This is an optimization exercise on Yosys and OpenROAD, whose aim is small area, not a production implementation. At most, simulation tests tie the RTL to the original design; equivalence was not proved. Function not checked in run 6: the RTL went through the layout flow alone. Power is estimated from default activity; no workload was simulated.

<file path="flow/run.sh">
#!/bin/bash
# Own layout flow: the standard flow (standard.sh: the standard synthesis,
# floorplan, placement, CTS, routing) with two knobs changed:
#  - clock tree synthesis without dummy load cells, with small clock buffers
#    and larger sink clusters;
#  - the port buffers use the smallest buffer cell.
# Each tool's full output stays in orfs/logs; make's own output goes to
# standard.log in this folder.
set -euo pipefail
export CTS_ARGS="-sink_clustering_enable -repair_clock_nets -dont_use_dummy_load -buf_list sky130_fd_sc_hd__clkbuf_16 -root_buf sky130_fd_sc_hd__clkbuf_16 -sink_clustering_buffer sky130_fd_sc_hd__clkbuf_8 -sink_clustering_size 16 -sink_clustering_max_diameter 70"
export BUFFER_PORTS_ARGS="-buffer_cell sky130_fd_sc_hd__buf_1"
bash standard.sh > standard.log 2>&1
</file>
<file path="constraint.sdc">
create_clock -name core_clock -period 11.0 [get_ports {clk}]
set_input_delay 2.2000 -clock core_clock [delete_from_list [all_inputs] [get_ports {clk}]]
set_output_delay 2.2000 -clock core_clock [all_outputs]
set_load 0.01 [all_outputs]
</file>
<file path="design.v">
package mem_responder_pkg;
  typedef enum logic [1:0] {
    ST_CLEAR = 2'd0,
    ST_LOAD  = 2'd1,
    ST_RUN   = 2'd2
  } state_e;
  localparam logic [7:0] DEF_INIT_VAL = 8'h00;
  localparam logic [7:0] DEF_NOP_VAL  = 8'h00;
endpackage
module mem_bit_next (
  input  logic q,
  input  logic we,
  input  logic we_n,
  input  logic wd,
  output logic d
);
  assign d = ~((q | we) & (wd | we_n));
endmodule
module mem_sel_dec (
  input  logic hi,
  input  logic lo,
  output logic sel_n
);
  assign sel_n = ~(hi & lo);
endmodule
module mem_rd_pair (
  input  logic q0,
  input  logic sel0_n,
  input  logic q1,
  input  logic sel1_n,
  output logic y
);
  assign y = ~((q0 | sel0_n) & (q1 | sel1_n));
endmodule
module mem_nor2 (
  input  logic [1:0] a,
  output logic       y
);
  assign y = ~|a;
endmodule
module mem_or16 (
  input  logic [15:0] a,
  output logic        y
);
  assign y = |a;
endmodule
module mem_or8 (
  input  logic [7:0] a,
  output logic       y
);
  assign y = |a;
endmodule
module mem_predec #(
  parameter int W = 4
) (
  input  logic           en,
  input  logic [W-1:0]   a,
  output logic [2**W-1:0] y
);
  always_comb begin
    for (int i = 0; i < 2**W; i++) begin
      y[i] = en && (a == W'(i));
    end
  end
endmodule
module mem_dec #(
  parameter int ADDR_W = 8,
  parameter int DEPTH  = 256
) (
  input  logic              en_i,
  input  logic [ADDR_W-1:0] addr_i,
  output logic [DEPTH-1:0]  sel_n_o
);
  localparam int LW = ADDR_W / 2;
  localparam int HW = ADDR_W - LW;
  logic [2**HW-1:0] hi;
  logic [2**LW-1:0] lo;
  mem_predec #(.W(HW)) u_hi (.en(en_i), .a(addr_i[ADDR_W-1:LW]), .y(hi));
  mem_predec #(.W(LW)) u_lo (.en(1'b1), .a(addr_i[LW-1:0]),      .y(lo));
  for (genvar w = 0; w < DEPTH; w++) begin : g_sel
    mem_sel_dec u_dec (.hi(hi[w >> LW]), .lo(lo[w % (2**LW)]), .sel_n(sel_n_o[w]));
  end
endmodule
module mem_rd_tree #(
  parameter int DATA_W = 8,
  parameter int DEPTH  = 256
) (
  input  logic [DEPTH-1:0]         sel_n_i,
  input  logic [DEPTH*DATA_W-1:0]  q_i,       
  output logic [DATA_W-1:0]        hit_o
);
  localparam int NP = DEPTH / 2;    
  localparam int N1 = NP / 16;      
  for (genvar b = 0; b < DATA_W; b++) begin : g_bit
    logic [NP-1:0] l0;
    logic [N1-1:0] l1;
    for (genvar p = 0; p < NP; p++) begin : g_leaf
      mem_rd_pair u_leaf (
        .q0     (q_i[(2*p)*DATA_W+b]),
        .sel0_n (sel_n_i[2*p]),
        .q1     (q_i[(2*p+1)*DATA_W+b]),
        .sel1_n (sel_n_i[2*p+1]),
        .y      (l0[p])
      );
    end
    for (genvar i = 0; i < N1; i++) begin : g_l1
      mem_or16 u_g (.a(l0[16*i+15:16*i]), .y(l1[i]));
    end
    mem_or8 u_out (.a(l1), .y(hit_o[b]));
  end
endmodule
module mem_array_2r1w #(
  parameter int ADDR_W = 8,
  parameter int DATA_W = 8,
  parameter int DEPTH  = 256
) (
  input  logic              clk,
  input  logic              rst,
  input  logic              we_i,
  input  logic [ADDR_W-1:0] waddr_i,
  input  logic [DATA_W-1:0] wdata_i,
  input  logic              ren_i,
  input  logic [ADDR_W-1:0] raddr_a_i,
  output logic [DATA_W-1:0] rdata_a_o,
  output logic [DATA_W-1:0] rdata_b_o    
);
  logic                    phase_q;
  logic [DEPTH*DATA_W-1:0] mem_q, mem_d;
  logic [DEPTH-1:0]        wsel_n, rsel_a_n;
  logic [DEPTH-1:0]        we;
  logic                    we_i_n;
  logic [DATA_W-1:0]       wd;
  logic [DATA_W-1:0]       hit_a, hit_b;
  logic                    rflip;
  always_ff @(posedge clk) begin
    if (!rst) phase_q <= 1'b0;
    else      phase_q <= ~phase_q;
  end
  assign wd     = we_i ? (wdata_i ^ {DATA_W{phase_q}}) : {DATA_W{1'b1}};
  assign we_i_n = ~we_i;
  mem_dec #(.ADDR_W(ADDR_W), .DEPTH(DEPTH)) u_wdec (
    .en_i (1'b1), .addr_i (waddr_i), .sel_n_o (wsel_n)
  );
  for (genvar w = 0; w < DEPTH; w++) begin : g_word
    mem_nor2 u_we (.a({wsel_n[w], we_i_n}), .y(we[w]));
    for (genvar b = 0; b < DATA_W; b++) begin : g_bit
      mem_bit_next u_next (
        .q    (mem_q[w*DATA_W+b]),
        .we   (we[w]),
        .we_n (wsel_n[w]),
        .wd   (wd[b]),
        .d    (mem_d[w*DATA_W+b])
      );
    end
  end
  always_ff @(posedge clk) begin
    mem_q <= mem_d;
  end
  mem_dec #(.ADDR_W(ADDR_W), .DEPTH(DEPTH)) u_rdec_a (
    .en_i (ren_i), .addr_i (raddr_a_i), .sel_n_o (rsel_a_n)
  );
  mem_rd_tree #(.DATA_W(DATA_W), .DEPTH(DEPTH)) u_rd_a (
    .sel_n_i (rsel_a_n), .q_i (mem_q), .hit_o (hit_a)
  );
  mem_rd_tree #(.DATA_W(DATA_W), .DEPTH(DEPTH)) u_rd_b (
    .sel_n_i (wsel_n), .q_i (mem_q), .hit_o (hit_b)
  );
  assign rflip     = phase_q | ~ren_i;
  assign rdata_a_o = ~(hit_a ^ {DATA_W{rflip}});
  assign rdata_b_o = ~(hit_b ^ {DATA_W{phase_q}}) & {DATA_W{ren_i}};
endmodule
module mem_responder #(
  parameter int                ADDR_W   = 8,
  parameter int                DATA_W   = 8,
  parameter int                DEPTH    = 256,
  parameter logic [DATA_W-1:0] INIT_VAL = DATA_W'(mem_responder_pkg::DEF_INIT_VAL),
  parameter logic [DATA_W-1:0] NOP_VAL  = DATA_W'(mem_responder_pkg::DEF_NOP_VAL)
) (
  input  logic              clk,
  input  logic              rst,
  input  logic [ADDR_W-1:0] addr_a,
  output logic [DATA_W-1:0] instr_out,
  input  logic [ADDR_W-1:0] addr_b,
  input  logic              we_b,
  input  logic [DATA_W-1:0] write_data_b,
  output logic [DATA_W-1:0] data_out_b,
  input  logic              load_en,
  input  logic              load_valid,
  input  logic [DATA_W-1:0] load_data,
  input  logic              load_last,
  output logic              load_ready,
  output logic              mem_ready,
  output logic [ADDR_W:0]   load_count
);
  localparam logic [ADDR_W-1:0] LAST_ADDR = ADDR_W'(DEPTH - 1);
  mem_responder_pkg::state_e            state_q, state_d;
  logic [ADDR_W-1:0] ptr_q, ptr_d;
  logic              full_q, full_d;
  logic              wr_en;
  logic [ADDR_W-1:0] wr_addr;
  logic [DATA_W-1:0] wr_data;
  logic [DATA_W-1:0] rd_a, rd_b;
  always_comb begin
    state_d = state_q;
    ptr_d   = ptr_q;
    full_d  = full_q;
    wr_en   = 1'b0;
    wr_addr = ptr_q;
    wr_data = INIT_VAL;
    case (state_q)
      mem_responder_pkg::ST_CLEAR: begin
        wr_en = 1'b1;
        ptr_d = ptr_q + 1'b1;
        if (ptr_q == LAST_ADDR) begin
          state_d = load_en ? mem_responder_pkg::ST_LOAD : mem_responder_pkg::ST_RUN;
        end
      end
      mem_responder_pkg::ST_LOAD: begin
        if (load_valid) begin
          wr_en   = 1'b1;
          wr_data = load_data;
          ptr_d   = ptr_q + 1'b1;
          if (ptr_q == LAST_ADDR) begin
            full_d = 1'b1;
          end
          if (load_last || ptr_q == LAST_ADDR) begin
            state_d = mem_responder_pkg::ST_RUN;
          end
        end
      end
      mem_responder_pkg::ST_RUN: begin
        wr_en   = we_b;
        wr_addr = addr_b;
        wr_data = write_data_b;
      end
      default: begin
        state_d = mem_responder_pkg::ST_CLEAR;
        ptr_d   = '0;
      end
    endcase
  end
  always_ff @(posedge clk) begin
    if (!rst) begin
      state_q <= mem_responder_pkg::ST_CLEAR;
      ptr_q   <= '0;
      full_q  <= 1'b0;
    end else begin
      state_q <= state_d;
      ptr_q   <= ptr_d;
      full_q  <= full_d;
    end
  end
  assign mem_ready  = (state_q == mem_responder_pkg::ST_RUN);
  assign load_ready = (state_q == mem_responder_pkg::ST_LOAD);
  assign load_count = {full_q, (state_q == mem_responder_pkg::ST_CLEAR) ? {ADDR_W{1'b0}} : ptr_q};
  mem_array_2r1w #(
    .ADDR_W (ADDR_W),
    .DATA_W (DATA_W),
    .DEPTH  (DEPTH)
  ) u_mem (
    .clk       (clk),
    .rst       (rst),
    .we_i      (wr_en),
    .waddr_i   (wr_addr),
    .wdata_i   (wr_data),
    .ren_i     (mem_ready),
    .raddr_a_i (addr_a),
    .rdata_a_o (rd_a),
    .rdata_b_o (rd_b)
  );
  assign instr_out  = rd_a | (mem_ready ? {DATA_W{1'b0}} : NOP_VAL);
  assign data_out_b = rd_b;
endmodule
</file>
<file path="standard.sh">
#!/bin/bash
# synth_recipe.tcl (not shown) runs the flow's synth.tcl, then flattens the netlist and writes it again
# the make line also repeats each setting of config.mk as NAME=value (left out here)
make -C /OpenROAD-flow-scripts/flow DESIGN_CONFIG=/design/flow/config.mk WORK_HOME=/design/flow/orfs CLKGATE_MAP_FILE= SYNTH_SCRIPT=/design/flow/synth_recipe.tcl "${@:-finish}"
</file>
<file path="config.mk">
export PLATFORM = sky130hd
export DESIGN_NAME = mem_responder
export DESIGN_NICKNAME = mem_responder
export VERILOG_FILES = /design/flow/design.v
export SDC_FILE = /design/flow/constraint.sdc
export NUM_CORES = 4
export LEC_CHECK = 0
export CAP_MARGIN = 30
export CORE_MARGIN = 2
export CORE_UTILIZATION = 45
export SLEW_MARGIN = 30
export SYNTH_HIERARCHICAL = 1
export SYNTH_MINIMUM_KEEP_SIZE = 0
</file>
==> run summary, run 1 <==
crit-path cells=buf_1, mux2_2, nand2b_1, nor2_4, buf_4, nand2_1, o22ai_1, nor4_1, nand4_1, nor4_1, buf_4, nand2_1, xnor2_1, and2_1, buf_1; syn_area_per_cell=9.62 µm²; Cell Rows=150; clock skew=0.0608 ns; share of layout cells above drive strength 1=4.27%; async set-reset flop share out of synthesis=0%; Starting Density=45.2%; GRT Resource Usage Total=37.5%; DP Cell Count=10200; Antenna Violating Nets Remaining=0; maxcap violations=0; pre-CTS setup slack=1.52 ns; post-CTS sizing=0; Period minus WS final=9.89 ns; Worst Path Max Fanout=17; GPL Wtd Cong=1.03; number of synthesized flops with an enable pin=0; DRC=0; P_int=9040 µW; # Post-CTS Setup Buffers=0; total number of vias=79400; Tightest Hold Check Type=flip-flop to flip-flop; routed length per instance=32.5 µm; Slew @ Worst Pin=1.17 ns; status=complete, no violations; largest area contributor in the netlist=dfxtp_1; Hold Vio Cnt, Final=0; Die H=414 µm; yosys warns=9; Mapped Cells=7855; worst setup path category=input port to output port; Die Footprint=171000 µm²; total congestion overflow=0; Reg power frac=63.7%; largest net degree at the start of global routing=143; Pre-antenna DRT Iters=7; power density over the cells=145 nW/µm²; sw frac=24.2%; H-tree level count=4; delay of the slowest critical-path stage=0.80 ns; utilization after layout=49.3%; synthesis-to-layout area growth=8.91%; hold-fix buffers at CTS=0; CP Data Arrival Time=7.69 ns; IO Pins=65; Slowest cell on crit path=nor4_1; clock group share of total power=32.2%; CP startpoint kind=input port; vias per cell=7.64; worst path required time=8.80 ns; mapped cell area=75500 µm²; Max-Slew Margin vs Limit=21.4%; fin worst setup slack=1.11 ns; port bufs=64; Max clock buf depth=3; sequential area share after synthesis=54.6%; core area=167000 µm²; synth top area cells=dfxtp_1 (55%), o22ai_1 (34%), nor4_1 (4.5%), nand2_1 (2.7%), nor2_1 (1.6%); initial antenna violation count=16; Routed Wire Length=338000 µm; Non-Filler Instances=10400; post-route setup TNS=0 ns; Net Sw Power=2890 µW; number of CTS-inserted buffers=153; RSZ-0062 raised after global routing=false; clock root buffer=clkbuf_16; Setup-failing EPs final=0; Logic pwr share=4.2%; vias in the first global route=70700; Die Wd=414 µm; Design Power=11900 µW; Worst setup EP type=output port; later-pin clock latency in the skew report=0.83 ns; Worst VDD drop=0.169 mV; top cell type's share of synthesized area=54.6%; Synth Register Bits=2060; DP Wirelength=224000 µm; Final Max Slew Viols=0; 1st-iter DRT viols=11600; Final #Nets=8227; fmax=0.101 GHz; Worst-path clk slew=0.08 ns; most common flop cell mapped by yosys=dfxtp_1; global-route wire length before repair=483000 µm; count of different cell masters after synthesis=39; most frequent cells after synthesis=o22ai_1 (4096), dfxtp_1 (2060), nor4_1 (547), nand2_1 (546), nor2_1 (313); static leakage=0.0314 µW; CTS sink cnt=2060; CTS tree=yes; period utilisation layout=89.9%; most common cell in the synthesized netlist=o22ai_1
==> Yosys stat by module (local to each module, per instance), a selection <==
| module | flops+latches | copies in the design | cell area (µm²) | cells |
|---|---|---|---|---|
| mem_responder | 11 | 1 | 907 | 112 |
| mem_or16 | 0 | 128 | 31.3 | 5 |
| mem_or8 | 0 | 16 | 16.3 | 3 |
| mem_bit_next | 0 | 2048 | 6.26 | 1 |
| mem_rd_pair | 0 | 2048 | 6.26 | 1 |
| mem_nor2 | 0 | 256 | 3.75 | 1 |
| mem_sel_dec | 0 | 512 | 3.75 | 1 |
==> registers in the layout, summed over array words and instances, names as in the netlist <==
register       flops
u_mem.phase_q      1
u_mem.mem_q     2048
state_q            2
full_q             1
ptr_q              8
==> cell families after synthesis <==
kind of cell | after synthesis | synth area share [%]
DFF | 2060 | 54.6
and+or+nand+nor | 1618 | 10.6
muxes | 8 | 0.119
other | 3 | 0.0149
adders and majority gates | 5 | 0.0828
AOI/OAI and AO/OA | 4115 | 34.1
xor gates and xnor gates | 30 | 0.348
buffers and inverters | 16 | 0.137
==> path summary, 6_finish.rpt <==
check / start / endpoint / slack, ns / depth (start not counted)
max reg2reg: state_q[1] / u_mem.mem_q[4] / 5.93 / 8
min reg2reg: u_mem.mem_q[1993] / u_mem.mem_q[1993] / 0.47 / 1
max: addr_b[1] / data_out_b[7] / 1.11 / 15
min: u_mem.mem_q[1993] / u_mem.mem_q[1993] / 0.47 / 1
==> final cells by class <==
type	count	area (µm²)
Antenna cell	14	35.0
Clock buffer	153	2300
Fill cell	15900	84800
Inverter	5	26.3
Multi-Input combinational cell	5788	34700
Sequential cell	2060	41200
Tap cell	2204	2760
Timing Repair Buffer	176	1250
==> placed cells by master, fill, tap and decap left out, types with 9 or more instances in the layout <==
master	n
a22oi_1	9
and2_1	9
buf_1	64
buf_4	97
clkbuf_16	17
clkbuf_8	136
conb_1	12
dfxtp_1	2060
diode_2	14
nand2_1	538
nand4_1	129
nor2_1	284
nor2_4	25
nor2b_1	16
nor3_2	11
nor4_1	535
nor4_2	12
o22ai_1	4096
xnor2_1	30
==> worst max-delay path: cells and delay by family <==
| family | cells | cell delay, ns |
|---|---|---|
| AND/OR/NAND/NOR | 8 | 3.51 |
| buffers and inverters | 4 | 0.78 |
| AO/OA/AOI/OAI | 1 | 0.21 |
| multiplexers | 1 | 0.30 |
| XOR/XNOR | 1 | 0.65 |
==> power by group through the flow <==
stage	combinational [µW]	sequential (µW)	clock, µW
2_1_floorplan	248	7740	0
3_3_place_gp	472	7760	0
3_5_place_dp	477	7760	0
4_1_cts	477	7590	3880
5_1_grt	500	7600	4130
6_report	496	7590	3840
==> per-stage QoR <==
step                area, µm²  hold slack (ns)
CTS                     82200            0.471
detailed placement      79900            0.461
global placement        79800            0.453
finish                  82300            0.473
global route            82200            0.484
floorplan               75600            0.442
==> per-layer routing <==
layer  share of wire (%)  wire length (µm)  vias to the layer above  global-route usage, %
li1                    -                 -                    34400                      -
met5               0.018                61                        -                      0
met1                  40            135000                    38500                   50.3
met2                  42            143000                     5377                   54.7
met4                 7.5             25200                        8                   24.0
met3                  10             35100                     1083                   7.91
==> run 2: changes to the inputs <==
--- a/config.mk
+++ b/config.mk
@@ -6,8 +6,8 @@
 export NUM_CORES = 4
 export LEC_CHECK = 0
-export CAP_MARGIN = 30
+export CAP_MARGIN = 20
 export CORE_MARGIN = 2
 export CORE_UTILIZATION = 45
-export SLEW_MARGIN = 30
+export SLEW_MARGIN = 20
 export SYNTH_HIERARCHICAL = 1
 export SYNTH_MINIMUM_KEEP_SIZE = 0
==> run summary, run 2 <==
period utilisation layout=89.4%; most frequent cells in the layout=o22ai_1 (4096), dfxtp_1 (2060), nor4_1 (539); post-route setup TNS=0 ns; static leakage=0.0314 µW; area taken by multi-input logic gates=34600 µm²; H-tree level count=4; worst setup path category=input port to output port; max reg flops=2048; most flop-heavy register=u_mem.mem_q; Synth Register Bits=2060; vias in the first global route=70700; Non-Filler Instances=10400; 1st-iter DRT viols=11400; Cell Rows=150; DP Wirelength=223000 µm; fin worst setup slack=1.17 ns; post-CTS sizing=0; Mapped Cells=7855; Hold Vio Cnt, Final=0; total congestion overflow=0; worst path required time=8.80 ns; Die Footprint=171000 µm²; Die Wd=414 µm; share of layout cells above drive strength 1=4.17%; mapped cell area=75500 µm²; Die H=414 µm; core area=167000 µm²; # Post-CTS Setup Buffers=0; Worst Path Max Fanout=17; GPL Wtd Cong=1.03; Post-Synth Simple-Gate Area=10.6%; Final Max Slew Viols=0; Antenna Violating Nets Remaining=0; Logic pwr share=4.1%; fmax=0.102 GHz; CP startpoint kind=input port; CTS sink cnt=2060; Final Cell Area=82100 µm²; commonest non-fill, non-tap cell in the layout=o22ai_1; top flop regs=u_mem.mem_q x2048, ptr_q x8, state_q x2; Starting Density=45.2%; Worst VDD drop=0.167 mV; compound-cell area share of the yosys netlist=34.1%; top cell type's share of synthesized area=54.6%; Design Power=11900 µW; status=complete, no violations; IO Pins=65; Reg power frac=63.7%; power density over the cells=145 nW/µm²; clock group share of total power=32.1%; Max clock buf depth=3; Period minus WS final=9.83 ns; vias per cell=7.62; DRC=0; # fillers=15900; Setup-failing EPs final=0; Worst setup EP type=output port; sequential area share after synthesis=54.6%; routed length per instance=32.5 µm; largest area contributor in the netlist=dfxtp_1; later-pin clock latency in the skew report=0.82 ns; Final #Nets=8223; Net Sw Power=2880 µW; Worst-path clk slew=0.04 ns; synth top area cells=dfxtp_1 (55%), o22ai_1 (34%), nor4_1 (4.5%), nand2_1 (2.7%), nor2_1 (1.6%); sw frac=24.2%; clock skew=0.0467 ns; largest family of logic cells by synthesized area=compound AO/OA/AOI/OAI gates; CTS tree=yes; count of different cell masters after synthesis=39; register area=41200 µm²; Post-Synth XOR/XNOR Area=0.348%; post-synthesis mux area share=0.119%; async set-reset flop share out of synthesis=0%; Pre-antenna DRT Iters=7; Placement Cell Area=79800 µm²; total number of vias=79200; most frequent cells after synthesis=o22ai_1 (4096), dfxtp_1 (2060), nor4_1 (547), nand2_1 (546), nor2_1 (313); GRT Resource Usage Total=37.5%; syn_area_per_cell=9.62 µm²; initial antenna violation count=13; maxcap violations=0; RSZ-0062 raised after global routing=false; Slowest cell on crit path=nor4_1; pre-CTS setup slack=1.54 ns; synthesis-to-layout area growth=8.74%; P_int=9030 µW; Routed Wire Length=337000 µm; clock root buffer=clkbuf_16; Max-Slew Margin vs Limit=10.8%; global-route wire length before repair=482000 µm; crit-path cells=buf_1, mux2_2, nand2b_1, nor2_4, buf_4, nand2_1, o22ai_1, nor4_1, nand4_1, nor4_1, buf_4, nand2_1, xnor2_1, and2_1, buf_1; most common flop cell mapped by yosys=dfxtp_1; largest net degree at the start of global routing=143; port bufs=64; number of CTS-inserted buffers=152; CP Data Arrival Time=7.63 ns; yosys warns=9; most common cell in the synthesized netlist=o22ai_1; adder-cell share of the synthesized area=0.0828%; Slew @ Worst Pin=1.33 ns; DP Cell Count=10200; delay of the slowest critical-path stage=0.81 ns; hold-fix buffers at CTS=0; number of synthesized flops with an enable pin=0; Tightest Hold Check Type=flip-flop to flip-flop
-- run 2: cell counts after synthesis --
No cell type changed its count.
-- run 2: metrics by stage --
step / hold slack [ns] / utilization [%]
finish: 0.473 / 49.2
floorplan: 0.442 / -
detailed placement: 0.461 / 47.8
global placement: 0.453 / 47.8
CTS: 0.474 / 49.1
global route: 0.485 / 49.2
-- run 2: final timing paths --
kind                                       start               end  slack [ns]  cells after the start
worst max-delay path                   addr_b[0]     data_out_b[7]        1.17                     15
worst min-delay path            u_mem.mem_q[204]  u_mem.mem_q[204]        0.47                      1
worst max register to register        state_q[1]  u_mem.mem_q[716]        5.89                      8
worst min register to register  u_mem.mem_q[204]  u_mem.mem_q[204]        0.47                      1
-- run 2: cell type report --
cell class,instances,area share [%]
sequential,2060,50.2
multi-input combinational,5788,42.2
tap,2204,3.36
clock buffer,152,2.78
timing repair buffer,173,1.43
antenna,11,0.0335
inverter,5,0.0320
-- run 2: kinds of logic (layout without fill, tap and decap cells) --
group / Yosys count / after routing
xor gates and xnor gates: 30 / 30
and+or+nand+nor: 1618 / 1618
AOI/OAI and AO/OA: 4115 / 4115
other: 3 / 23
adders and majority gates: 5 / 5
buffers and inverters: 16 / 330
DFF: 2060 / 2060
muxes: 8 / 8
-- run 2: routing by layer --
metal  part of all wire [%]  up-vias  track usage [%]
met5                  0.030        -                0
met4                    8.1       10             25.4
met3                     10     1155             8.39
met2                     42     5277             54.3
met1                     40    38400             49.7
li1                       -    34400                -
-- run 2: Yosys stat by module, one instance, submodules excluded, excerpt --
module	area [µm²]	flip-flops and latches
mem_rd_pair	6.26	0
mem_or16	31.3	0
mem_nor2	3.75	0
mem_responder	907	11
mem_or8	16.3	0
mem_bit_next	6.26	0
mem_sel_dec	3.75	0
-- run 2: power groups by stage --
stage	combinational, µW	sequential (µW)	clock [µW]
final	490	7590	3830
after global routing	495	7600	4140
after CTS	476	7590	3880
after detailed placement	477	7760	0
after global placement	472	7760	0
after floorplan	248	7740	0
-- run 2: critical path, delay by kind of cell --
family	cells	cell delay, ns
AOI/OAI and AO/OA	1	0.21
xor gates and xnor gates	1	0.50
buffers and inverters	4	0.76
muxes	1	0.36
and+or+nand+nor	8	3.54
==> run 3: changes to the inputs <==
--- a/flow/run.sh
+++ b/flow/run.sh
@@ -8,5 +8,5 @@
 # standard.log in this folder.
 set -euo pipefail
-export CTS_ARGS="-sink_clustering_enable -repair_clock_nets -dont_use_dummy_load -buf_list sky130_fd_sc_hd__clkbuf_16 -root_buf sky130_fd_sc_hd__clkbuf_16 -sink_clustering_buffer sky130_fd_sc_hd__clkbuf_8 -sink_clustering_size 16 -sink_clustering_max_diameter 70"
+export CTS_ARGS="-sink_clustering_enable -repair_clock_nets -dont_use_dummy_load -buf_list sky130_fd_sc_hd__clkbuf_8 -root_buf sky130_fd_sc_hd__clkbuf_16 -sink_clustering_buffer sky130_fd_sc_hd__clkbuf_8 -sink_clustering_size 16 -sink_clustering_max_diameter 70"
 export BUFFER_PORTS_ARGS="-buffer_cell sky130_fd_sc_hd__buf_1"
 bash standard.sh > standard.log 2>&1
==> run summary, run 3 <==
Worst Path Max Fanout=17; Mapped Cells=7855; vias in the first global route=70700; core area=167000 µm²; register area=41200 µm²; largest net degree at the start of global routing=143; post-route setup TNS=0 ns; Antenna Violating Nets Remaining=0; routed length per instance=32.5 µm; largest area contributor in the netlist=dfxtp_1; Hold Startpoint=u_mem.mem_q[1035]; area taken by multi-input logic gates=34600 µm²; clock root buffer=clkbuf_16; Synth Register Bits=2060; CTS tree=yes; worst flop-to-flop path endpoint=u_mem.mem_q[0]; Worst setup EP type=output port; global-route wire length before repair=482000 µm; hold-fix buffers at CTS=0; CP startpoint kind=input port; top flop regs=u_mem.mem_q x2048, ptr_q x8, state_q x2; Routed Wire Length=338000 µm; async set-reset flop share out of synthesis=0%; power density over the cells=144 nW/µm²; status=complete, no violations; total congestion overflow=0; static leakage=0.0313 µW; Die Wd=414 µm; synthesis-to-layout area growth=8.50%; Max clock buf depth=3; Fin Hold WS=0.475 ns; worst setup path category=input port to output port; Die Footprint=171000 µm²; most common flop cell mapped by yosys=dfxtp_1; Hold Vio Cnt, Final=0; Final Max Slew Viols=0; post-CTS sizing=0; R2R cell count=8; most common cell in the synthesized netlist=o22ai_1; Starting Density=45.2%; number of CTS-inserted buffers=152; later-pin clock latency in the skew report=0.83 ns; yosys warns=9; Setup-failing EPs final=0; CP Data Arrival Time=7.71 ns; Worst Hold Depth=1; Pre-antenna DRT Iters=14; clock skew=0.0621 ns; number of synthesized flops with an enable pin=0; DRC=0; Final #Nets=8223; Tightest Hold Check Type=flip-flop to flip-flop; mapped cell area=75500 µm²; worst path required time=8.80 ns; DP Wirelength=223000 µm; share of layout cells above drive strength 1=4.17%; Die H=414 µm; Period minus WS final=9.91 ns; maxcap violations=0; period utilisation layout=90.1%; Worst VDD drop=0.142 mV; Slew @ Worst Pin=1.24 ns; fmax=0.101 GHz; R2R Setup Slk=5.94 ns; sequential area share after synthesis=54.6%; GPL Wtd Cong=1.03; IO Pins=65; top cell type's share of synthesized area=54.6%; port bufs=64; Cell Rows=150; most frequent cells in the layout=o22ai_1 (4096), dfxtp_1 (2060), nor4_1 (539); GRT Resource Usage Total=37.5%; CTS sink cnt=2060; total number of vias=79000; most flop-heavy register=u_mem.mem_q; initial antenna violation count=14; max reg flops=2048; # fillers=16000; H-tree level count=4; RSZ-0062 raised after global routing=false; synth top area cells=dfxtp_1 (55%), o22ai_1 (34%), nor4_1 (4.5%), nand2_1 (2.7%), nor2_1 (1.6%); vias per cell=7.60; end of the worst hold path=u_mem.mem_q[1035]; crit path launch=addr_b[0]; Max-Slew Margin vs Limit=16.7%; # Post-CTS Setup Buffers=0; syn_area_per_cell=9.62 µm²; 1st-iter DRT viols=11600; most frequent cells after synthesis=o22ai_1 (4096), dfxtp_1 (2060), nor4_1 (547), nand2_1 (546), nor2_1 (313); R2R Path Start=state_q[1]; Worst-path clk slew=0.10 ns; count of different cell masters after synthesis=39; commonest non-fill, non-tap cell in the layout=o22ai_1
[run 3: cell counts after synthesis]
Identical to the previous run, type by type.
[run 3: through the flow]
step / power [µW] / area, µm² / setup slack, ns / util, % / std cells
after floorplan: 7990 / 75600 / 3.62 / - / 7864
after global placement: 8230 / 79800 / 1.28 / 47.8 / 10200
after detailed placement: 8240 / 79800 / 1.54 / 47.8 / 10200
after CTS: 11800 / 81900 / 1.54 / 49.0 / 10400
after global routing: 12100 / 82000 / 1.02 / 49.1 / 10400
final: 11800 / 82000 / 1.09 / 49.1 / 10400
[run 3: cell families after synthesis]
logic type      count (synthesis)  share of synthesized area (%)
fa+ha+maj                       5                         0.0828
compound gates               4115                           34.1
xor+xnor                       30                          0.348
flops                        2060                           54.6
buf+inv                        16                          0.137
mux                             8                          0.119
other cells                     3                         0.0149
simple gates                 1618                           10.6
[run 3: routing by layer]
metal	vias to the layer above	share of wire (%)	track usage [%]
met2	5222	41	54.3
met3	1140	10	8.24
li1	34400	-	-
met1	38200	40	49.7
met5	-	0.021	0
met4	12	8.2	25.6
[run 3: critical path: stages]
cell	delay, ns
buf_1	0.08
mux2_2	0.36
nand2b_1	0.35
nor2_4	0.26
buf_4	0.30
nand2_1	0.47
o22ai_1	0.17
nor4_1	0.81
nand4_1	0.57
nor4_1	0.72
buf_4	0.22
nand2_1	0.12
xnor2_1	0.67
and2_1	0.22
buf_1	0.15
[run 3: area by class of cell]
class	instances	share of cell area (%)
clock buffer	152	2.57
timing repair buffer	173	1.43
inverter	5	0.0321
tap	2204	3.36
multi-input combinational	5788	42.3
antenna	12	0.0366
sequential	2060	50.3
[run 3: worst max path at each step]
| stage | end | slack, ns | depth (start not counted) |
|---|---|---|---|
| after floorplan | u_mem.mem_q[0] | 3.62 | 6 |
| after CTS | data_out_b[6] | 1.54 | 15 |
| after global routing | data_out_b[7] | 1.02 | 16 |
| final | data_out_b[7] | 1.09 | 15 |
| after global placement | data_out_b[2] | 1.28 | 14 |
| after detailed placement | data_out_b[6] | 1.54 | 14 |
[run 3: power breakdown]
| group | total [µW] | switching (µW) | internal (µW) |
|---|---|---|---|
| logic | 492 | 370 | 122 |
| registers | 7590 | 67.4 | 7530 |
| clock network | 3680 | 2430 | 1250 |
[run 3: Yosys stat by module (local to each module, per instance), a selection]
module         times used  cells  area [µm²]
mem_responder           1    112         907
mem_or16              128      5        31.3
mem_or8                16      3        16.3
mem_bit_next         2048      1        6.26
mem_rd_pair          2048      1        6.26
mem_nor2              256      1        3.75
mem_sel_dec           512      1        3.75
==> run 4: changes to the inputs <==
--- a/config.mk
+++ b/config.mk
@@ -6,8 +6,8 @@
 export NUM_CORES = 4
 export LEC_CHECK = 0
-export CAP_MARGIN = 20
+export CAP_MARGIN = 30
 export CORE_MARGIN = 2
 export CORE_UTILIZATION = 45
-export SLEW_MARGIN = 20
+export SLEW_MARGIN = 30
 export SYNTH_HIERARCHICAL = 1
 export SYNTH_MINIMUM_KEEP_SIZE = 0
==> run summary, run 4 <==
CTS tree=yes; total number of vias=79300; most flop-heavy register=u_mem.mem_q; commonest non-fill, non-tap cell in the layout=o22ai_1; static leakage=0.0313 µW; Final Max Slew Viols=0; number of CTS-inserted buffers=153; utilization after layout=49.1%; 1st-iter DRT viols=11500; Slew @ Worst Pin=1.14 ns; max reg flops=2048; sequential area share after synthesis=54.6%; count of different cell masters after synthesis=39; later-pin clock latency in the skew report=0.83 ns; DRC=0; DP Wirelength=224000 µm; share of layout cells above drive strength 1=4.27%; M1 GR Usage=50.0%; Setup-failing EPs final=0; Antenna Violating Nets Remaining=0; core area=167000 µm²; register area=41200 µm²; Placement Cell Area=79900 µm²; number of synthesized flops with an enable pin=0; IO Pins=65; crit-path cells=buf_1, mux2_2, nand2b_1, nor2_4, buf_4, nand2_1, o22ai_1, nor4_1, nand4_1, nor4_1, buf_4, nand2_1, xnor2_1, and2_1, buf_1; initial antenna violation count=21; Synth Register Bits=2060; Worst VDD drop=0.143 mV; vias per cell=7.63; CTS sink cnt=2060; Slowest cell on crit path=nor4_1; hold-fix buffers at CTS=0; global-route wire length before repair=483000 µm; Worst-path clk slew=0.06 ns; top cell type's share of synthesized area=54.6%; synthesis-to-layout area growth=8.67%; Die Wd=414 µm; post-CTS sizing=0; routed length per instance=32.5 µm; synth top area cells=dfxtp_1 (55%), o22ai_1 (34%), nor4_1 (4.5%), nand2_1 (2.7%), nor2_1 (1.6%); Worst Path Max Fanout=17; most common cell in the synthesized netlist=o22ai_1; CP Data Arrival Time=7.82 ns; Die H=414 µm; Hold Vio Cnt, Final=0; GPL Wtd Cong=1.03; Mapped Cells=7855; power density over the cells=144 nW/µm²; area taken by multi-input logic gates=34700 µm²; most frequent cells in the layout=o22ai_1 (4096), dfxtp_1 (2060), nand2_1 (538); syn_area_per_cell=9.62 µm²; Starting Density=45.2%; Cell Rows=150; largest area contributor in the netlist=dfxtp_1; port bufs=64; RSZ-0062 raised after global routing=false; async set-reset flop share out of synthesis=0%; worst path required time=8.80 ns; Die Footprint=171000 µm²; Worst setup EP type=output port; pre-CTS setup slack=1.52 ns; Final #Nets=8227; post-route setup TNS=0 ns; Tightest Hold Check Type=flip-flop to flip-flop; most frequent cells after synthesis=o22ai_1 (4096), dfxtp_1 (2060), nor4_1 (547), nand2_1 (546), nor2_1 (313); Pre-antenna DRT Iters=7; GRT met3 Usage=8.42%; Routed Wire Length=338000 µm; GRT Resource Usage Total=37.5%; CP startpoint kind=input port; total congestion overflow=0; clock root buffer=clkbuf_16; yosys warns=9; maxcap violations=0; fin worst setup slack=0.981 ns; period utilisation layout=91.1%; Period minus WS final=10.02 ns; largest net degree at the start of global routing=143; vias in the first global route=70800; H-tree level count=4; delay of the slowest critical-path stage=0.91 ns; most common flop cell mapped by yosys=dfxtp_1; Max clock buf depth=3; clock skew=0.0756 ns; mapped cell area=75500 µm²; # fillers=15900; Max-Slew Margin vs Limit=23.1%; Final Cell Area=82100 µm²; met2 Track Usage GR=54.4%; Top Usage Layer GRT=met2; Design Power=11800 µW; worst setup path category=input port to output port; status=complete, no violations; fmax=0.0998 GHz; # Post-CTS Setup Buffers=0; top flop regs=u_mem.mem_q x2048, ptr_q x8, state_q x2
## run 4: cell counts after synthesis
Identical to the previous run, type by type.
## run 4: critical path: cells and delay by family
kind | cells | cell delay (ns)
and+or+nand+nor | 8 | 3.63
xor gates and xnor gates | 1 | 0.65
AOI/OAI and AO/OA | 1 | 0.21
muxes | 1 | 0.30
buffers and inverters | 4 | 0.79
## run 4: worst paths after layout
| kind | slack (ns) | startpoint | endpoint | depth (start not counted) |
|---|---|---|---|---|
| max | 0.98 | addr_b[1] | data_out_b[7] | 15 |
| min | 0.47 | u_mem.mem_q[203] | u_mem.mem_q[203] | 1 |
| max reg2reg | 5.96 | state_q[1] | u_mem.mem_q[716] | 8 |
| min reg2reg | 0.47 | u_mem.mem_q[203] | u_mem.mem_q[203] | 1 |
## run 4: where the power goes
part           internal [µW]  switching, µW  total, µW
Sequential              7530           67.8       7590
Combinational            124            371        495
Clock                   1260           2440       3690
## run 4: cell type report
type                    count  share of cell area (%)
flip-flops and latches   2060                    50.2
multi-input cells        5788                    42.2
well taps                2204                    3.36
clock buffers             153                    2.58
repair buffers            176                    1.52
diodes                     14                  0.0427
inverters                   5                  0.0320
## run 4: metal layers
layer	up-vias	wire, µm
li1	34500	-
met1	38500	135000
met2	5197	142000
met3	1125	35300
met4	14	26100
met5	-	99
## run 4: logic make-up after synthesis
group                    after synthesis  synth area share (%)
flip-flops                          2060                  54.6
buffers and inverters                 16                 0.137
XOR/XNOR                              30                 0.348
AND/OR/NAND/NOR                     1618                  10.6
AO/OA/AOI/OAI                       4115                  34.1
multiplexers                           8                 0.119
other                                  3                0.0149
adder cells (fa/ha/maj)                5                0.0828
## run 4: metrics by stage
| step | hold WS (ns) | std cells |
|---|---|---|
| floorplan | 0.442 | 7864 |
| global placement | 0.453 | 10200 |
| detailed placement | 0.461 | 10200 |
| CTS | 0.471 | 10400 |
| global route | 0.484 | 10400 |
| finish | 0.474 | 10400 |
## run 4: per-module statistics from Yosys (local to each module, per instance), excerpt
module,flops+latches,cells,times used,cell area (µm²)
mem_bit_next,0,1,2048,6.26
mem_nor2,0,1,256,3.75
mem_or16,0,5,128,31.3
mem_or8,0,3,16,16.3
mem_rd_pair,0,1,2048,6.26
mem_responder,11,112,1,907
mem_sel_dec,0,1,512,3.75
==> run 5: changes to the inputs <==
==> run.sh (new file) <==
#!/bin/bash
# synth_recipe.tcl (not shown) runs the flow's synth.tcl, then flattens the netlist and writes it again
# the make line also repeats each setting of config.mk as NAME=value (left out here)
make -C /OpenROAD-flow-scripts/flow DESIGN_CONFIG=/design/flow/config.mk WORK_HOME=/design/flow/orfs CLKGATE_MAP_FILE= SYNTH_SCRIPT=/design/flow/synth_recipe.tcl finish
--- a/config.mk
+++ b/config.mk
@@ -6,8 +6,11 @@
 export NUM_CORES = 4
 export LEC_CHECK = 0
-export CAP_MARGIN = 30
+export CAP_MARGIN = 10
 export CORE_MARGIN = 2
-export CORE_UTILIZATION = 45
-export SLEW_MARGIN = 30
+export CORE_UTILIZATION = 50
+export CTS_BUF_LIST = sky130_fd_sc_hd__clkbuf_8
+export CTS_CLUSTER_DIAMETER = 45
+export CTS_CLUSTER_SIZE = 16
+export SLEW_MARGIN = 10
 export SYNTH_HIERARCHICAL = 1
 export SYNTH_MINIMUM_KEEP_SIZE = 0
removed: flow/run.sh
removed: standard.sh
==> run summary, run 5 <==
synth top area cells=dfxtp_1 (55%), o22ai_1 (34%), nor4_1 (4.5%), nand2_1 (2.7%), nor2_1 (1.6%); vias per cell=7.71; fmax=0.0927 GHz; Logic pwr share=3.7%; met3 wire len=41500 µm; # Post-CTS Setup Buffers=0; Worst Path Max Fanout=17; Net Sw Power=3540 µW; fin worst setup slack=0.214 ns; most common cell in the synthesized netlist=o22ai_1; Pre-antenna DRT Iters=9; H-tree level count=4; number of CTS-inserted buffers=204; largest area contributor in the netlist=dfxtp_1; later-pin clock latency in the skew report=1.01 ns; Period minus WS final=10.79 ns; async set-reset flop share out of synthesis=0%; Max clock buf depth=3; Die H=393 µm; clock skew=0.0419 ns; Final Max Slew Viols=0; P_int=9940 µW; post-route setup TNS=0 ns; initial antenna violation count=13; worst setup path category=input port to output port; most flop-heavy register=u_mem.mem_q; # fillers=13700; yosys warns=9; clock group share of total power=39.9%; CP Data Arrival Time=8.59 ns; DRC=0; Final #Nets=8313; area taken by multi-input logic gates=34600 µm²; syn_area_per_cell=9.62 µm²; commonest non-fill, non-tap cell in the layout=o22ai_1; top cell type's share of synthesized area=54.6%; maxcap violations=0; Detail Route met2 WL=143000 µm; Setup-failing EPs final=0; synthesis-to-layout area growth=12.3%; Die Wd=393 µm; GPL Wtd Cong=1.04; Cell Rows=142; hold-fix buffers at CTS=0; largest net degree at the start of global routing=147; Hold Vio Cnt, Final=0; Reg power frac=56.4%; Worst VDD drop=0.124 mV; utilization after layout=56.6%; number of synthesized flops with an enable pin=0; DR top layer=met5; period utilisation layout=98.1%; vias in the first global route=71900; Design Power=13500 µW; register area=41200 µm²; Worst setup EP type=output port; static leakage=0.0328 µW; total number of vias=80700; pre-CTS setup slack=0.462 ns; Max-Slew Margin vs Limit=4.01%; max reg flops=2048; Routed Wire Length=342000 µm; GRT Resource Usage Total=42.2%; Antenna Violating Nets Remaining=0; clock root buffer=clkbuf_8; share of layout cells above drive strength 1=7.03%; DP Wirelength=229000 µm; port bufs=64; Worst-path clk slew=0.09 ns; worst path required time=8.80 ns; top flop regs=u_mem.mem_q x2048, ptr_q x8, state_q x2; Die Footprint=154000 µm²; IO Pins=65; RSZ-0062 raised after global routing=false; mapped cell area=75500 µm²; total congestion overflow=0; sequential area share after synthesis=54.6%; post-CTS sizing=0; CTS sink cnt=2060; Routed met1 length=133000 µm; Tightest Hold Check Type=flip-flop to flip-flop; sw frac=26.2%; most frequent cells in the layout=o22ai_1 (4096), dfxtp_1 (2060), nor4_1 (540); 1st-iter DRT viols=12900; routed length per instance=32.7 µm; Synth Register Bits=2060; power density over the cells=159 nW/µm²; global-route wire length before repair=487000 µm; status=complete, no violations; Slew @ Worst Pin=1.43 ns; count of different cell masters after synthesis=39; most common flop cell mapped by yosys=dfxtp_1; core area=150000 µm²; Starting Density=50.4%; Mapped Cells=7855; CP startpoint kind=input port; CTS tree=yes; most frequent cells after synthesis=o22ai_1 (4096), dfxtp_1 (2060), nor4_1 (547), nand2_1 (546), nor2_1 (313)
==> run 5: cell counts after synthesis <==
No cell type changed its count.
==> run 5: cell families (layout without fill, tap and decap cells) <==
kind of cell             after synthesis  count (layout)  share of synthesized area, %
AO/OA/AOI/OAI                       4115            4115                          34.1
XOR/XNOR                              30              30                         0.348
multiplexers                           8               8                         0.119
adder cells (fa/ha/maj)                5               5                        0.0828
AND/OR/NAND/NOR                     1618            1618                          10.6
other                                  3              22                        0.0149
buffers and inverters                 16             591                         0.137
flip-flops                          2060            2060                          54.6
==> run 5: final timing paths <==
kind / endpoint / depth (start not counted) / start / slack, ns
hold reg to reg: full_q / 1 / full_q / 0.47
setup reg to reg: u_mem.mem_q[1877] / 8 / state_q[1] / 6.28
hold / removal: full_q / 1 / full_q / 0.47
setup / recovery: data_out_b[1] / 14 / addr_b[0] / 0.21
==> run 5: stage by stage <==
stage	hold slack, ns	cells	instance area [µm²]
floorplan	0.442	7864	75600
global placement	0.452	10100	80200
detailed placement	0.455	10100	80200
CTS	0.473	10500	84800
global route	0.485	10500	84800
finish	0.473	10500	84900
==> run 5: Yosys stat by module (local to each module, per instance), a selection <==
| module | cells inside | flops+latches |
|---|---|---|
| mem_responder | 112 | 11 |
| mem_or16 | 5 | 0 |
| mem_or8 | 3 | 0 |
| mem_bit_next | 1 | 0 |
| mem_rd_pair | 1 | 0 |
| mem_nor2 | 1 | 0 |
| mem_sel_dec | 1 | 0 |
==> run 5: critical path, stage by stage <==
cell             delay, ns
clkdlybuf4s50_1       0.51
mux2_2                0.29
nand2b_1              0.39
nor2_4                0.19
nand2_1               0.68
o22ai_1               0.22
nor4_1                1.11
nand4_1               0.44
nor4_1                1.18
buf_4                 0.27
nand2_1               0.09
xnor2_1               0.26
and2_1                0.17
clkdlybuf4s50_1       0.54
==> run 5: power by group through the flow <==
| stage | combinational, µW | clock [µW] | sequential [µW] |
|---|---|---|---|
| detailed placement | 487 | 0 | 7760 |
| CTS | 486 | 5400 | 7590 |
| global route | 508 | 5700 | 7600 |
| floorplan | 248 | 0 | 7740 |
| global placement | 483 | 0 | 7760 |
| finish | 503 | 5380 | 7590 |
==> run 5: area by class of cell <==
type	instances	share of cell area, %
Multi-Input combinational cell	5788	40.8
Timing Repair Buffer	211	2.13
Antenna cell	10	0.0295
Tap cell	2016	2.97
Clock buffer	224	3.63
Inverter	5	0.0310
Clock inverter	151	1.80
Sequential cell	2060	48.6
==> run 5: per-layer routing <==
metal	global-route usage [%]	up-vias
met2	61.4	5758
met1	55.6	38700
met3	11.3	1365
met5	0	-
met4	25.7	11
li1	-	34800
==> run 6: changes to the inputs <==
==> design.v (replaced) <==
package mem_responder_pkg;
  typedef enum logic [1:0] {
    ST_CLEAR = 2'd0,
    ST_LOAD  = 2'd1,
    ST_RUN   = 2'd2
  } state_e;
  localparam logic [7:0] DEF_INIT_VAL = 8'h00;
  localparam logic [7:0] DEF_NOP_VAL  = 8'h00;
endpackage
module mem_array_2r1w #(
  parameter int ADDR_W = 8,
  parameter int DATA_W = 8,
  parameter int DEPTH  = 256
) (
  input  logic              clk,
  input  logic              we_i,
  input  logic [ADDR_W-1:0] waddr_i,
  input  logic [DATA_W-1:0] wdata_i,
  input  logic [ADDR_W-1:0] raddr_a_i,
  output logic [DATA_W-1:0] rdata_a_o,
  input  logic [ADDR_W-1:0] raddr_b_i,
  output logic [DATA_W-1:0] rdata_b_o
);
  logic [DATA_W-1:0] mem_q [DEPTH];
  always_ff @(posedge clk) begin
    if (we_i) begin
      mem_q[waddr_i] <= wdata_i;
    end
  end
  assign rdata_a_o = mem_q[raddr_a_i];
  assign rdata_b_o = mem_q[raddr_b_i];
endmodule
module mem_responder #(
  parameter int                ADDR_W   = 8,
  parameter int                DATA_W   = 8,
  parameter int                DEPTH    = 256,
  parameter logic [DATA_W-1:0] INIT_VAL = DATA_W'(mem_responder_pkg::DEF_INIT_VAL),
  parameter logic [DATA_W-1:0] NOP_VAL  = DATA_W'(mem_responder_pkg::DEF_NOP_VAL)
) (
  input  logic              clk,
  input  logic              rst,
  input  logic [ADDR_W-1:0] addr_a,
  output logic [DATA_W-1:0] instr_out,
  input  logic [ADDR_W-1:0] addr_b,
  input  logic              we_b,
  input  logic [DATA_W-1:0] write_data_b,
  output logic [DATA_W-1:0] data_out_b,
  input  logic              load_en,
  input  logic              load_valid,
  input  logic [DATA_W-1:0] load_data,
  input  logic              load_last,
  output logic              load_ready,
  output logic              mem_ready,
  output logic [ADDR_W:0]   load_count
);
  localparam logic [ADDR_W-1:0] LAST_ADDR = ADDR_W'(DEPTH - 1);
  mem_responder_pkg::state_e            state_q, state_d;
  logic [ADDR_W-1:0] ptr_q, ptr_d;
  logic [ADDR_W:0]   cnt_q, cnt_d;
  logic              wr_en;
  logic [ADDR_W-1:0] wr_addr;
  logic [DATA_W-1:0] wr_data;
  logic [DATA_W-1:0] rd_a, rd_b;
  always_comb begin
    state_d = state_q;
    ptr_d   = ptr_q;
    cnt_d   = cnt_q;
    wr_en   = 1'b0;
    wr_addr = ptr_q;
    wr_data = INIT_VAL;
    case (state_q)
      mem_responder_pkg::ST_CLEAR: begin
        wr_en = 1'b1;
        ptr_d = ptr_q + 1'b1;
        if (ptr_q == LAST_ADDR) begin
          state_d = load_en ? mem_responder_pkg::ST_LOAD : mem_responder_pkg::ST_RUN;
        end
      end
      mem_responder_pkg::ST_LOAD: begin
        if (load_valid) begin
          wr_en   = 1'b1;
          wr_data = load_data;
          ptr_d   = ptr_q + 1'b1;
          cnt_d   = cnt_q + 1'b1;
          if (load_last || ptr_q == LAST_ADDR) begin
            state_d = mem_responder_pkg::ST_RUN;
          end
        end
      end
      mem_responder_pkg::ST_RUN: begin
        wr_en   = we_b;
        wr_addr = addr_b;
        wr_data = write_data_b;
      end
      default: begin
        state_d = mem_responder_pkg::ST_CLEAR;
        ptr_d   = '0;
      end
    endcase
  end
  always_ff @(posedge clk) begin
    if (!rst) begin
      state_q <= mem_responder_pkg::ST_CLEAR;
      ptr_q   <= '0;
      cnt_q   <= '0;
    end else begin
      state_q <= state_d;
      ptr_q   <= ptr_d;
      cnt_q   <= cnt_d;
    end
  end
  mem_array_2r1w #(
    .ADDR_W (ADDR_W),
    .DATA_W (DATA_W),
    .DEPTH  (DEPTH)
  ) u_mem (
    .clk       (clk),
    .we_i      (wr_en),
    .waddr_i   (wr_addr),
    .wdata_i   (wr_data),
    .raddr_a_i (addr_a),
    .rdata_a_o (rd_a),
    .raddr_b_i (addr_b),
    .rdata_b_o (rd_b)
  );
  assign mem_ready  = (state_q == mem_responder_pkg::ST_RUN);
  assign load_ready = (state_q == mem_responder_pkg::ST_LOAD);
  assign load_count = cnt_q;
  assign instr_out  = mem_ready ? rd_a : NOP_VAL;
  assign data_out_b = mem_ready ? rd_b : '0;
endmodule
==> config.mk (replaced) <==
export PLATFORM = sky130hd
export DESIGN_NAME = mem_responder
export DESIGN_NICKNAME = mem_responder
export VERILOG_FILES = /design/flow/design.v
export SDC_FILE = /design/flow/constraint.sdc
export NUM_CORES = 4
export LEC_CHECK = 0
export CAP_MARGIN = 40
export CORE_MARGIN = 2
export CORE_UTILIZATION = 45
export SLEW_MARGIN = 40
export SYNTH_HIERARCHICAL = 1
export SYNTH_MINIMUM_KEEP_SIZE = 0
==> run summary, run 6 <==
Fin Hold WS=0.502 ns; static leakage=0.0294 µW; Final Max Slew Viols=0; Non-Filler Instances=8097; power density over the cells=156 nW/µm²; crit path buf inv count=5; # fillers=17300; yosys warns=8; hold-fix buffers at CTS=0; Worst VDD drop=0.139 mV; period utilisation layout=82.2%; most flop-heavy register=u_mem.mem_q; most frequent cells after synthesis=edfxtp_1 (2048), mux4_2 (1051), nor2_1 (304), mux2i_1 (238), clkbuf_1 (141); RSZ-0062 raised after global routing=false; count of different cell masters after synthesis=76; CP startpoint kind=input port; Final #Nets=5101; delay of the slowest critical-path stage=0.72 ns; core area=217000 µm²; Tightest Hold Check Type=flip-flop to flip-flop; synthesis-to-layout area growth=12.0%; routed length per instance=38.9 µm; clock root buffer=clkbuf_16; number of synthesized flops with an enable pin=2048; Die H=471 µm; Routed Wire Length=315000 µm; Max-Slew Margin vs Limit=37.2%; post-route setup TNS=0 ns; syn_area_per_cell=19.6 µm²; DRC=0; clock skew=0.0245 ns; Die Wd=471 µm; Worst setup EP type=output port; Cell Rows=171; async set-reset flop share out of synthesis=0%; most common cell in the synthesized netlist=edfxtp_1; GPL Wtd Cong=0.935; vias per cell=6.92; Worst-path clk slew=0.06 ns; number of CTS-inserted buffers=217; Hold Vio Cnt, Final=0; status=complete, no violations; Starting Density=45.2%; # Post-CTS Setup Buffers=0; later-pin clock latency in the skew report=0.89 ns; commonest non-fill, non-tap cell in the layout=edfxtp_1; Period minus WS final=9.04 ns; Slowest cell on crit path=nor4_1; total number of vias=56100; CTS sink cnt=2067; Max clock buf depth=3; Worst Path Max Fanout=31; DP Cell Count=7688; CTS tree=yes; Slew @ Worst Pin=0.936 ns; Worst path top cell family by delay=buffers and inverters; total congestion overflow=0; Synth Register Bits=2067; global-route wire length before repair=440000 µm; largest area contributor in the netlist=edfxtp_1; GRT Resource Usage Total=28.3%; initial antenna violation count=10; max reg flops=2048; DP Wirelength=202000 µm; most common flop cell mapped by yosys=edfxtp_1; share of layout cells above drive strength 1=36.2%; top cell type's share of synthesized area=62.8%; top flop regs=u_mem.mem_q x2048, cnt_q x9, ptr_q x8; worst path required time=8.80 ns; utilization after layout=50.6%; Die Footprint=221000 µm²; 1st-iter DRT viols=8146; Antenna Violating Nets Remaining=0; Most common cell on crit path=buf_4; IO Pins=65; Pre-antenna DRT Iters=6; largest net degree at the start of global routing=168; vias in the first global route=56000; synth top area cells=edfxtp_1 (63%), mux4_2 (24%), mux2i_1 (2.4%), nor2_1 (1.2%), o221ai_1 (0.58%); Setup-failing EPs final=0; sequential area share after synthesis=63.2%; post-CTS sizing=0; mapped cell area=98000 µm²; CP Data Arrival Time=6.84 ns; worst setup path category=input port to output port; most frequent cells in the layout=edfxtp_1 (2048), mux4_2 (1051), mux2i_1 (238); fmax=0.111 GHz; port bufs=64; crit-path cells=buf_6, buf_4, inv_2, nor2_1, buf_4, a22oi_1, a21oi_1, nor3_1, nor4_1, and2_1, clkdlybuf4s50_1; Mapped Cells=4987; H-tree level count=4; maxcap violations=0
==> run 6: changes by cell type in the layout (fill, tap and decap cells not counted), sizes merged, moves of 58 or more <==
cell	previous run	this run
o22ai	4096	48
nor4	547	8
mux4	0	1051
dfxtp	2060	19
nand2	546	128
o221ai	0	67
a21oi	4	81
mux2i	0	238
a22oi	9	70
edfxtp	0	2048
nand4	129	14
inv	77	19
==> run 6: layout make-up <==
class | instances | area (µm²) | share of cell area [%]
inverters | 10 | 41.3 | 0.0376
repair buffers | 254 | 2700 | 2.46
flip-flops and latches | 2067 | 61900 | 56.4
multi-input cells | 2507 | 34200 | 31.2
diodes | 4 | 10.0 | 0.00912
clock buffers | 259 | 5630 | 5.13
well taps | 2854 | 3570 | 3.25
clock inverters | 142 | 1670 | 1.52
==> run 6: path summary, 6_finish.rpt <==
check	from	end	slack, ns	cells past startpoint
max	addr_a[2]	instr_out[7]	1.96	11
min	cnt_q[1]	cnt_q[1]	0.50	2
max reg2reg	state_q[1]	u_mem.mem_q[134][3]	6.32	8
min reg2reg	cnt_q[1]	cnt_q[1]	0.50	2
==> run 6: logic make-up (layout without fill, tap and decap cells) <==
logic type | after synthesis | in the layout | share of synthesized area, %
buffers and inverters | 413 | 665 | 2.76
and+or+nand+nor | 665 | 665 | 3.13
AOI/OAI and AO/OA | 492 | 492 | 3.69
adders and majority gates | 6 | 6 | 0.0766
muxes | 1332 | 1332 | 27.1
xor gates and xnor gates | 12 | 12 | 0.107
DFF | 2067 | 2067 | 63.2
other | 0 | 4 | 0
==> run 6: worst register-to-register path, cell delays in order, from the launching register on <==
cell and delay [ns]:
dfxtp_1 0.41, ha_2 0.23, buf_4 0.57, nand2_1 0.13, nand2_1 0.41, nor2b_1 0.69, nand3_2 0.69, buf_4 0.50
nor2_2 0.67
==> run 6: per-stage QoR <==
step / setup slack, ns / total power (µW) / instance area, µm²
after detailed placement: 2.00 / 9640 / 102000
after global placement: 1.92 / 9620 / 101000
after floorplan: 0.612 / 9290 / 98000
after global routing: 2.02 / 17500 / 110000
after CTS: 2.00 / 17200 / 110000
final: 1.96 / 17100 / 110000
==> run 6: layer usage <==
metal	GRT usage, %	share of wire (%)	vias up
li1	-	-	21700
met1	39.3	39	30300
met2	43.4	46	3374
met3	5.90	9.8	659
met4	12.3	5.0	4
met5	0	0.0044	-
==> run 6: report_power, final <==
part           total, µW  internal [µW]  switching (µW)
combinational        943            317             626
clock               7640           4460            3180
sequential          8540           8530            6.73
total              17100          13300            3810

[port drivers added, routing unchanged]
In the flow no input, the clock included, has a driving cell. The finished layouts below were timed again as built, in two steps.
Step 1 assumes that a clkbuf_16 drives the clock port and a buf_2 every other input.
Step 2 moves the port delays by t, midway between the first and last clock arrival at a register: inputs arrive t later, outputs are due t later. That takes back most of the time a late clock gives input paths.
a / b / c = ideal / step 1 / step 2; a / b = the first two.
| run | shift t [ns] | setup slack, ns | worst data-port slew with drivers (ns) |
|---|---|---|---|
| run 1 | 0.872 | 1.109 / 1.073 / 1.086 | 0.13 |
| run 2 | 0.876 | 1.171 / 1.091 / 1.142 | 0.15 |
| run 3 | 0.879 | 1.087 / 1.016 / 1.058 | 0.14 |
| run 4 | 0.869 | 0.981 / 0.951 / 0.959 | 0.14 |
| run 5 | 1.063 | 0.214 / 0.184 / 0.184 | 0.15 |
| run 6 | 0.968 | 1.959 / 1.919 / 1.919 | 0.07 |
After both steps every run listed still meets setup and hold. The setup slack of run 6, which loses most, moves by -0.040 ns with the drivers and by -0.040 ns with both steps.
